Context: an optimization exercise on an open-source flow, tuned for small area, a short achievable clock period and few clock cycles per item. The choices shown serve that exercise and are no tape-out recipe.
Only simulation tests tie the RTL to the original design; equivalence was not proved.

<file path="flow/run.sh">
#!/bin/bash
# synth_recipe.tcl (not shown) runs the flow's synth.tcl, then flattens the netlist and writes it again
# the make line also repeats each setting of config.mk as NAME=value (left out here)
make -C /OpenROAD-flow-scripts/flow DESIGN_CONFIG=/design/flow/config.mk WORK_HOME=/design/flow/orfs CLKGATE_MAP_FILE= SYNTH_SCRIPT=/design/flow/synth_recipe.tcl finish
</file>
<file path="flow/config.mk">
export PLATFORM = sky130hd
export DESIGN_NAME = adaptive_threshold_heart_rate
export DESIGN_NICKNAME = adaptive_threshold_heart_rate
export VERILOG_FILES = /design/flow/design.v
export SDC_FILE = /design/flow/constraint.sdc
export NUM_CORES = 4
export LEC_CHECK = 0
export CAP_MARGIN = 20
export CORE_MARGIN = 2
export CORE_UTILIZATION = 40
export SLEW_MARGIN = 20
</file>
<file path="flow/constraint.sdc">
create_clock -name core_clock -period 10.0 [get_ports {clk}]
set_input_delay 2.0000 -clock core_clock [delete_from_list [all_inputs] [get_ports {clk}]]
set_output_delay 2.0000 -clock core_clock [all_outputs]
set_load 0.01 [all_outputs]
</file>
<file path="flow/design.v">
package atr_pkg;
	localparam int SMP_W  = 18;
	localparam int TIME_W = 32;
	localparam int BPM_W  = 16;
	localparam int MEAN_W = 8;
	localparam int WIN_INIT    = 7000;
	localparam int MS_PER_MIN  = 60000;
	localparam int RATE_LOW    = 20;
	localparam int RATE_HIGH   = 255;
	localparam int DELTA_MIN = MS_PER_MIN / RATE_HIGH + 1;
	localparam int DELTA_MAX = (MS_PER_MIN - 1) / RATE_LOW;
	localparam logic [BPM_W-1:0] BPM_SAT = '1;
	localparam int DIV_W     = 32;
	localparam int DIV_CNT_W = $clog2(DIV_W + 1);
	typedef enum logic [1:0] {
		NOTE_NONE  = 2'd0,
		NOTE_MEAN  = 2'd1,
		NOTE_WRIST = 2'd2
	} note_t;
	typedef struct packed {
		logic     capture;
		logic     win_upd;
		logic     take_avg;
		logic     take_thr;
		logic     div_start;
		logic     wrist;
		logic     sat_bpm;
		logic     beat_time;
		logic     take_bpm;
		logic     ring_wr;
		logic     take_mean;
		logic     emit;
	} cmd_t;
	typedef struct packed {
		logic div_done;
		logic above;
		logic beat;
		logic delta_zero;
		logic rate_ok;
		logic out_free;
	} stat_t;
endpackage
import atr_pkg::*;
module atr_ctrl (
	input  logic          clk,
	input  logic          arst_n,
	input  logic          in_valid,
	output logic          in_ready,
	input  atr_pkg::stat_t stat,
	output atr_pkg::cmd_t  cmd
);
	typedef enum logic [2:0] {
		S_IDLE,
		S_UPD,
		S_AVG,
		S_THR,
		S_EVAL,
		S_BPM_W,
		S_MEAN,
		S_OUT
	} state_t;
	state_t state_q, state_d;
	logic   in_ready_q;
	assign in_ready = in_ready_q;
	always_comb begin
		cmd     = '0;
		state_d = state_q;
		case (state_q)
			S_IDLE: begin
				if (in_valid && in_ready_q) begin
					cmd.capture = 1'b1;
					state_d     = S_UPD;
				end
			end
			S_UPD: begin
				cmd.win_upd = 1'b1;
				state_d     = S_AVG;
			end
			S_AVG: begin
				cmd.take_avg = 1'b1;
				state_d      = S_THR;
			end
			S_THR: begin
				cmd.take_thr = 1'b1;
				state_d      = S_EVAL;
			end
			S_EVAL: begin
				if (!stat.above) begin
					cmd.wrist = 1'b1;
					state_d   = S_OUT;
				end else if (!stat.beat) begin
					state_d = S_OUT;
				end else if (stat.delta_zero) begin
					cmd.sat_bpm   = 1'b1;
					cmd.beat_time = 1'b1;
					state_d       = S_OUT;
				end else begin
					cmd.beat_time = 1'b1;
					cmd.div_start = 1'b1;
					state_d       = S_BPM_W;
				end
			end
			S_BPM_W: begin
				if (stat.div_done) begin
					cmd.take_bpm = 1'b1;
					if (stat.rate_ok) begin
						cmd.ring_wr = 1'b1;
						state_d     = S_MEAN;
					end else begin
						state_d = S_OUT;
					end
				end
			end
			S_MEAN: begin
				cmd.take_mean = 1'b1;
				state_d       = S_OUT;
			end
			S_OUT: begin
				if (stat.out_free) begin
					cmd.emit = 1'b1;
					state_d  = S_IDLE;
				end
			end
			default: begin
				state_d = S_IDLE;
			end
		endcase
	end
	always_ff @(posedge clk or negedge arst_n) begin
		if (!arst_n) begin
			state_q    <= S_IDLE;
			in_ready_q <= 1'b1;
		end else begin
			state_q    <= state_d;
			in_ready_q <= (state_d == S_IDLE);
		end
	end
endmodule
import atr_pkg::*;
module atr_dp #(
	parameter int WINDOW_DEPTH = 100,
	parameter int RATE_DEPTH   = 4
) (
	input  logic                         clk,
	input  logic                         arst_n,
	input  logic [atr_pkg::SMP_W-1:0]    ir_sample,
	input  logic [atr_pkg::TIME_W-1:0]   time_ms,
	input  logic                         beat_detected,
	input  atr_pkg::cmd_t                cmd,
	output atr_pkg::stat_t               stat,
	input  logic                         out_ready,
	output logic                         out_valid,
	output logic [atr_pkg::SMP_W-1:0]    threshold,
	output logic                         above_threshold,
	output logic [atr_pkg::BPM_W-1:0]    instant_bpm,
	output logic [atr_pkg::MEAN_W-1:0]   average_bpm,
	output atr_pkg::note_t               notify
);
	localparam int SUM_W  = SMP_W + $clog2(WINDOW_DEPTH);
	localparam int POS_W  = $clog2(WINDOW_DEPTH);
	localparam int RPOS_W = (RATE_DEPTH > 1) ? $clog2(RATE_DEPTH) : 1;
	localparam int TOT_W  = MEAN_W + $clog2(RATE_DEPTH);
	localparam logic [SUM_W-1:0] SUM_INIT = SUM_W'(WIN_INIT * WINDOW_DEPTH);
	localparam logic [POS_W-1:0] POS_LAST = POS_W'(WINDOW_DEPTH - 1);
	localparam logic [RPOS_W-1:0] RPOS_LAST = RPOS_W'(RATE_DEPTH - 1);
	localparam int THR_DEN = 5;
	localparam int     AVG_SH  = SUM_W + POS_W;
	localparam int     AVG_M_W = SUM_W + 1;
	localparam int     AVG_P_W = SUM_W + AVG_M_W;
	localparam longint AVG_M_L = ((longint'(1) << AVG_SH) + longint'(WINDOW_DEPTH) - 1) /
		longint'(WINDOW_DEPTH);
	localparam logic [AVG_M_W-1:0] AVG_M = AVG_M_W'(AVG_M_L);
	localparam int     THR_N_W = SMP_W + 2;
	localparam int     THR_SH  = THR_N_W + $clog2(THR_DEN);
	localparam int     THR_M_W = THR_N_W + 1;
	localparam int     THR_P_W = THR_N_W + THR_M_W;
	localparam longint THR_M_L = ((longint'(1) << THR_SH) + longint'(THR_DEN) - 1) /
		longint'(THR_DEN);
	localparam logic [THR_M_W-1:0] THR_M = THR_M_W'(THR_M_L);
	localparam int     MEAN_SH  = TOT_W + $clog2(RATE_DEPTH);
	localparam int     MEAN_M_W = TOT_W + 1;
	localparam int     MEAN_P_W = TOT_W + MEAN_M_W;
	localparam longint MEAN_M_L = ((longint'(1) << MEAN_SH) + longint'(RATE_DEPTH) - 1) /
		longint'(RATE_DEPTH);
	localparam logic [MEAN_M_W-1:0] MEAN_M = MEAN_M_W'(MEAN_M_L);
	logic [SMP_W-1:0]  smp_q;
	logic [TIME_W-1:0] time_q;
	logic              beat_q;
	logic [SMP_W-1:0] win_mem [WINDOW_DEPTH];
	logic [SMP_W-1:0] win_rd_q;
	logic [SMP_W-1:0] win_old;
	logic [POS_W-1:0] pos_q;
	logic             filled_q;
	logic [SUM_W-1:0] sum_q;
	logic [AVG_P_W-1:0]  avg_prod;
	logic [SMP_W-1:0]    avg_q;
	logic [THR_P_W-1:0]  thr_prod;
	logic [SMP_W-1:0]    thr_w;
	logic [MEAN_P_W-1:0] mean_prod;
	logic [MEAN_W-1:0] ring_q [RATE_DEPTH];
	logic [RPOS_W-1:0] rpos_q;
	logic [TOT_W-1:0]  tot_q;
	logic [TIME_W-1:0] last_q;
	logic [TIME_W-1:0] delta_w;
	logic              rate_ok_q;
	logic [BPM_W-1:0]  bpm_now_q;
	logic [MEAN_W-1:0] mean_q;
	logic              armed_q;
	logic [SMP_W-1:0]  thr_q;
	logic              above_q;
	atr_pkg::note_t             note_q;
	logic [DIV_W-1:0]     div_rem_q;
	logic [DIV_W-1:0]     div_quo_q;
	logic [DIV_W-1:0]     div_dsr_q;
	logic [DIV_CNT_W-1:0] div_cnt_q;
	logic [DIV_W:0]       div_sh;
	logic                 div_ge;
	logic [DIV_W:0]       div_sub;
	logic                 div_done_w;
	logic              out_valid_q;
	logic [SMP_W-1:0]  out_thr_q;
	logic              out_above_q;
	logic [BPM_W-1:0]  out_bpm_q;
	logic [MEAN_W-1:0] out_mean_q;
	atr_pkg::note_t             out_note_q;
	assign win_old    = filled_q ? win_rd_q : SMP_W'(WIN_INIT);
	assign delta_w    = time_q - last_q;
	assign div_done_w = (div_cnt_q == '0);
	assign stat.div_done   = div_done_w;
	assign stat.above      = above_q;
	assign stat.beat       = beat_q;
	assign stat.delta_zero = (delta_w == '0);
	assign stat.rate_ok    = rate_ok_q;
	assign stat.out_free   = !out_valid_q || out_ready;
	assign avg_prod  = AVG_P_W'(sum_q) * AVG_P_W'(AVG_M);
	assign thr_prod  = THR_P_W'({avg_q, 2'b00}) * THR_P_W'(THR_M);
	assign thr_w     = thr_prod[THR_SH +: SMP_W];
	assign mean_prod = MEAN_P_W'(tot_q) * MEAN_P_W'(MEAN_M);
	always_ff @(posedge clk) begin
		if (cmd.capture) begin
			smp_q  <= ir_sample;
			time_q <= time_ms;
			beat_q <= beat_detected;
		end
		if (cmd.win_upd) begin
			win_mem[pos_q] <= smp_q;
		end
		win_rd_q <= win_mem[pos_q];
	end
	assign div_sh  = {div_rem_q, div_quo_q[DIV_W-1]};
	assign div_ge  = (div_sh >= {1'b0, div_dsr_q});
	assign div_sub = div_sh - {1'b0, div_dsr_q};
	always_ff @(posedge clk or negedge arst_n) begin
		if (!arst_n) begin
			div_cnt_q <= '0;
		end else if (cmd.div_start) begin
			div_cnt_q <= DIV_CNT_W'(BPM_W);
		end else if (!div_done_w) begin
			div_cnt_q <= div_cnt_q - 1'b1;
		end
	end
	always_ff @(posedge clk) begin
		if (cmd.div_start) begin
			div_rem_q <= '0;
			div_quo_q <= {BPM_W'(MS_PER_MIN), {(DIV_W - BPM_W){1'b0}}};
			div_dsr_q <= delta_w;
		end else if (!div_done_w) begin
			div_rem_q <= div_ge ? div_sub[DIV_W-1:0] : div_sh[DIV_W-1:0];
			div_quo_q <= {div_quo_q[DIV_W-2:0], div_ge};
		end
	end
	always_ff @(posedge clk or negedge arst_n) begin
		if (!arst_n) begin
			pos_q     <= '0;
			filled_q  <= 1'b0;
			sum_q     <= SUM_INIT;
			avg_q     <= '0;
			rpos_q    <= '0;
			tot_q     <= '0;
			last_q    <= '0;
			rate_ok_q <= 1'b0;
			bpm_now_q <= '0;
			mean_q    <= '0;
			armed_q   <= 1'b1;
			thr_q     <= '0;
			above_q   <= 1'b0;
			note_q    <= NOTE_NONE;
			for (int i = 0; i < RATE_DEPTH; i++) begin
				ring_q[i] <= '0;
			end
		end else begin
			if (cmd.capture) begin
				note_q <= NOTE_NONE;
			end
			if (cmd.win_upd) begin
				sum_q <= sum_q - SUM_W'(win_old) + SUM_W'(smp_q);
				if (pos_q == POS_LAST) begin
					pos_q    <= '0;
					filled_q <= 1'b1;
				end else begin
					pos_q <= pos_q + 1'b1;
				end
			end
			if (cmd.take_avg) begin
				avg_q <= avg_prod[AVG_SH +: SMP_W];
			end
			if (cmd.take_thr) begin
				thr_q   <= thr_w;
				above_q <= (smp_q > thr_w);
			end
			if (cmd.wrist) begin
				bpm_now_q <= '0;
				mean_q    <= '0;
				if (armed_q) begin
					note_q  <= NOTE_WRIST;
					armed_q <= 1'b0;
				end
			end
			if (cmd.beat_time) begin
				last_q    <= time_q;
				rate_ok_q <= (delta_w >= TIME_W'(DELTA_MIN)) &&
					(delta_w <= TIME_W'(DELTA_MAX));
			end
			if (cmd.sat_bpm) begin
				bpm_now_q <= BPM_SAT;
			end
			if (cmd.take_bpm) begin
				bpm_now_q <= div_quo_q[BPM_W-1:0];
			end
			if (cmd.ring_wr) begin
				ring_q[rpos_q] <= div_quo_q[MEAN_W-1:0];
				tot_q <= tot_q - TOT_W'(ring_q[rpos_q]) + TOT_W'(div_quo_q[MEAN_W-1:0]);
				rpos_q <= (rpos_q == RPOS_LAST) ? '0 : rpos_q + 1'b1;
			end
			if (cmd.take_mean) begin
				mean_q <= mean_prod[MEAN_SH +: MEAN_W];
				note_q <= NOTE_MEAN;
			end
		end
	end
	always_ff @(posedge clk or negedge arst_n) begin
		if (!arst_n) begin
			out_valid_q <= 1'b0;
		end else if (cmd.emit) begin
			out_valid_q <= 1'b1;
		end else if (out_ready) begin
			out_valid_q <= 1'b0;
		end
	end
	always_ff @(posedge clk) begin
		if (cmd.emit) begin
			out_thr_q   <= thr_q;
			out_above_q <= above_q;
			out_bpm_q   <= bpm_now_q;
			out_mean_q  <= mean_q;
			out_note_q  <= note_q;
		end
	end
	assign out_valid       = out_valid_q;
	assign threshold       = out_thr_q;
	assign above_threshold = out_above_q;
	assign instant_bpm     = out_bpm_q;
	assign average_bpm     = out_mean_q;
	assign notify          = out_note_q;
endmodule
import atr_pkg::*;
module adaptive_threshold_heart_rate #(
	parameter int WINDOW_DEPTH = 100,
	parameter int RATE_DEPTH   = 4
) (
	input  logic                         clk,
	input  logic                         arst_n,
	input  logic                         in_valid,
	output logic                         in_ready,
	input  logic [atr_pkg::SMP_W-1:0]    ir_sample,
	input  logic [atr_pkg::TIME_W-1:0]   time_ms,
	input  logic                         beat_detected,
	output logic                         out_valid,
	input  logic                         out_ready,
	output logic [atr_pkg::SMP_W-1:0]    threshold,
	output logic                         above_threshold,
	output logic [atr_pkg::BPM_W-1:0]    instant_bpm,
	output logic [atr_pkg::MEAN_W-1:0]   average_bpm,
	output logic [1:0]                   notify
);
	atr_pkg::cmd_t  cmd;
	atr_pkg::stat_t stat;
	atr_pkg::note_t note_w;
	atr_ctrl u_ctrl (
		.clk      (clk),
		.arst_n   (arst_n),
		.in_valid (in_valid),
		.in_ready (in_ready),
		.stat     (stat),
		.cmd      (cmd)
	);
	atr_dp #(
		.WINDOW_DEPTH (WINDOW_DEPTH),
		.RATE_DEPTH   (RATE_DEPTH)
	) u_dp (
		.clk             (clk),
		.arst_n          (arst_n),
		.ir_sample       (ir_sample),
		.time_ms         (time_ms),
		.beat_detected   (beat_detected),
		.cmd             (cmd),
		.stat            (stat),
		.out_ready       (out_ready),
		.out_valid       (out_valid),
		.threshold       (threshold),
		.above_threshold (above_threshold),
		.instant_bpm     (instant_bpm),
		.average_bpm     (average_bpm),
		.notify          (note_w)
	);
	assign notify = note_w;
endmodule
</file>
==> impl_metrics.csv <==
group,metric,value,unit
run_status,status,"no timing/DRC/antenna violations",
clock_tree,cts_hold_buf,0,
synthesis,async_flop_share,8.43,%
clock_tree,cts_tree,"built",
floorplan,die_w,505,um
timing,clock-skew-final,0.111,ns
timing,setup_tns,0,ns
clock_tree,post_cts_buffers,0,
clock_tree,clockRootBuffer,"clkbuf_16",
timing,period_share,75.4,%
synthesis,synth_area_leaders,"edfxtp_1, fa_1, ha_1, a22oi_1, dfrtp_1",
synthesis,synth_warnings,3,
flow_run,maxCapViolCount,0,
cells_and_area,final_cell_mix,"edfxtp_1, inv_1, a22oi_1",
timing,rsz0062_at_grt,"false",
cells_and_area,final_cells,10700,
global_route,antenna_found_initial,17,
critical_path,crit_family,"adder cells",
critical_path,cp.buffers_inverters,4,
clock_tree,clock_sinks,2195,
clock_tree,clk_path_buf_depth,3,
critical_path,end_kind,"flip-flop",
synthesis,synthCells,6923,
global_route,grt_max_degree,124,
worst_hold_path,hold_class,"flip-flop to flip-flop",
timing,timing.fmax,133,MHz
clock_tree,clk_pin_slew_worst_paths,0.06,ns
synthesis,synth_top_cell_area_share,57.8,%
clock_tree,clk-insertion-delay-late,0.91,ns
global_route,grt.total_usage,21.7,%
synthesis,synth-edff-count,1928,
critical_path,crit_top_cell,"fa_1",
route,drc,0,
critical_path,cp-start-kind,"flip-flop",
floorplan,rows,183,
cells_and_area,drive_above_1_share,11.2,%
cells_and_area,fin_nets,8048,
timing,worst_pin_slew,1.18,ns
placement,place_ws,2.40,ns
global_route,grt_pass1_wl,413,mm
timing,hold_viol,0,
timing,max-slew-margin-rel,20.2,%
floorplan,initial_core_util,40.3,%
route,vias_per_cell,5.68,
synthesis,ys_seq_elements,2195,
route,first_pass_iters,6,
critical_path,critPathSlowestCell,"dfstp_2",
placement,hpwl,177,mm
floorplan,fp.dieH,505,um
synthesis,synth.largest_area_cell,"edfxtp_1",
clock_tree,h-tree-depth,4,
synthesis,synth_flop_cell,"edfxtp_1",
placement,port_buffers,101,
synthesis,synthesis.nets,7826,
route,vias,60700,
global_route,grt_pass1_vias,60200,
synthesis,syn_area_per_cell,14.5,sq um
global_route,globalRouteOverflowTotal,0,
placement,dp.cells,10200,
clock_tree,cts_resized,0,
floorplan,io_pins,102,
timing,finalSetupViolCount,0,
critical_path,cpPeakStageDelay,0.72,ns
synthesis,synth.distinct_cells,94,
placement,place_congestion,0.902,
cells_and_area,areaGrowthSynthToFinish,13.8,%
critical_path,crit_type,"flip-flop to flip-flop",
critical_path,required,10.71,ns
route,ant_nets,0,
route,wirelength,281,mm
synthesis,mappedNetlistArea,100000,sq um
route,drt_iter0_drc,6655,
floorplan,core_area,249000,sq um
critical_path,critical_path.cell_chain,"fa_1, fa_1, inv_1, fa_1, inv_1, fa_1, inv_1, fa_1, fa_1, inv_1, fa_1, ha_1, a211oi_1, nand2_1, a211oi_1, nand4_1, o21ai_0, a31oi_1, a221oi_1, o2111ai_1, a21oi_1, xnor2_1, o21ai_0",
timing,fin_crit,7.54,ns
clock_tree,numCtsBuffers,222,
timing,finalWorstSetupSlack,2.46,ns
synthesis,ys_seq_area_share,64.0,%
critical_path,cp.arrival,8.25,ns
route,wl_per_cell,26.3,um
timing,slew_viol_final,0,
cells_and_area,final_common_cell,"edfxtp_1",
floorplan,die_area,255000,sq um
critical_path,critPathMaxFanout,11,
## layout make-up
class                           instances  area [sq um]
Tap cell                             3330          4170
Clock buffer                          267          5870
Fill cell                           21700        135000
Clock inverter                        154          1780
Inverter                              704          2640
Timing Repair Buffer                  314          2850
Antenna cell                            6          15.0
Multi-Input combinational cell       3708         32500
Sequential cell                      2195         64200
## kinds of logic (layout without fill, tap and decap cells)
group                    count (synthesis)  in the layout  synth area share, %
XOR/XNOR                               118            118                 1.03
other                                    0              6                    0
buffers and inverters                 1020           1439                 3.89
AND/OR/NAND/NOR                        956            956                 4.57
adder cells (fa/ha/maj)                848            848                 13.1
flip-flops                            2195           2195                 64.0
AO/OA/AOI/OAI                         1698           1698                 12.2
multiplexers                            88             88                 1.20
## through the flow
| step | utilization (%) | instance area, sq um | hold slack, ns |
|---|---|---|---|
| after floorplan | - | 100000 | 0.419 |
| after global placement | 42.7 | 106000 | 0.433 |
| after detailed placement | 42.7 | 106000 | 0.433 |
| after CTS | 45.8 | 114000 | 0.441 |
| after global routing | 45.8 | 114000 | 0.451 |
| final | 45.8 | 114000 | 0.444 |
## synth_stat cells (9+ instances only)
| cell type | instances |
|---|---|
| edfxtp_1 | 1928 |
| inv_1 | 704 |
| a22oi_1 | 671 |
| ha_1 | 515 |
| fa_1 | 333 |
| nand2_1 | 276 |
| nor2_1 | 272 |
| clkbuf_1 | 257 |
| a21oi_1 | 218 |
| o21ai_0 | 179 |
| dfrtp_1 | 174 |
| a221oi_1 | 104 |
| a22o_1 | 102 |
| nand4_1 | 84 |
| dfxtp_1 | 82 |
| a41oi_1 | 80 |
| a31oi_1 | 75 |
| xnor2_1 | 73 |
| nand3_1 | 72 |
| mux2_2 | 65 |
| nor3_1 | 59 |
| a21o_1 | 51 |
| xor2_1 | 45 |
| buf_1 | 44 |
| a211oi_1 | 34 |
| nor2b_1 | 30 |
| nor4_1 | 30 |
| and2_1 | 28 |
| o211ai_1 | 28 |
| nand2b_1 | 25 |
| o21a_1 | 25 |
| and3_1 | 20 |
| o21bai_1 | 20 |
| mux4_2 | 19 |
| dfstp_2 | 11 |
| or2_2 | 10 |
| or3_1 | 10 |
| a2111oi_0 | 9 |
| o22ai_1 | 9 |
## worst register-to-register path: cells and delay by family, from the launching register on
family	cells	cell delay [ns]
DFF	1	0.72
AOI/OAI and AO/OA	8	2.32
buffers and inverters	4	0.23
xor gates and xnor gates	1	0.13
adders and majority gates	8	3.81
and+or+nand+nor	2	0.23
## state kept, by name, indices dropped and copies added, names as in the netlist, 3 cells and up
signal / cells
u_dp.last_q: 32
u_dp.bpm_now_q: 16
u_dp.ring_q: 32
u_dp.div_rem_q: 32
u_ctrl.state_q: 3
u_dp.mean_q: 8
u_dp.tot_q: 10
u_dp.time_q: 32
u_dp.out_mean_q: 8
u_dp.win_mem: 1800
u_dp.smp_q: 18
u_dp.win_rd_q: 18
u_dp.avg_q: 18
u_dp.out_bpm_q: 16
u_dp.div_cnt_q: 6
u_dp.pos_q: 7
u_dp.sum_q: 25
u_dp.div_quo_q: 32
u_dp.out_thr_q: 18
u_dp.div_dsr_q: 32
u_dp.thr_q: 18
## worst paths after layout
kind                                startpoint            endpoint  cells past startpoint  slack, ns
worst max-delay path             u_dp.sum_q[6]      u_dp.avg_q[17]                     23       2.46
worst min-delay path            u_dp.mean_q[5]  u_dp.out_mean_q[5]                      0       0.44
worst max register to register   u_dp.sum_q[6]      u_dp.avg_q[17]                     23       2.46
worst min register to register  u_dp.mean_q[5]  u_dp.out_mean_q[5]                      0       0.44
max in group asynchronous               arst_n       u_dp.avg_q[2]                      2       7.54
min in group asynchronous               arst_n     u_dp.last_q[11]                      1       1.14
## per-layer routing
layer,vias to the layer above,GRT usage (%),part of all wire (%)
li1,26700,-,-
met3,346,3.37,7.6
met4,12,6.15,2.8
met2,2478,35.7,48
met5,-,0,0.025
met1,31100,29.8,42
Testbench counts, summed over its fixed seeds: cycles 31,828, items 4,800.

==> afterwards: timing with drivers on the ports <==
The flow's constraints put no driver on any port. The routed layout listed below was extracted and timed again, unchanged, in two steps. Step 1, drivers: a clkbuf_16 drives clk and a buf_2 each remaining input, both assumed. Step 2, shift: input delay + t, output delay - t, t = (earliest + latest rising clock arrival at the registers) / 2. This alone moves slack from input paths to output paths. Slacks: ideal ports / drivers / drivers and shift; pairs: ideal ports / drivers.
shift t [ns]: 0.936
setup WS [ns]: 2.465 / 2.465 / 2.465
latest minus earliest clock arrival (ns): 0.121 / 0.121
worst slew at a driven data input, ns: 0.13
cell pins on the clock port's net: 1
After both steps setup and hold are still met in this run. The setup slack of this run moves by 0.000 ns with the drivers and by 0.000 ns with both steps.
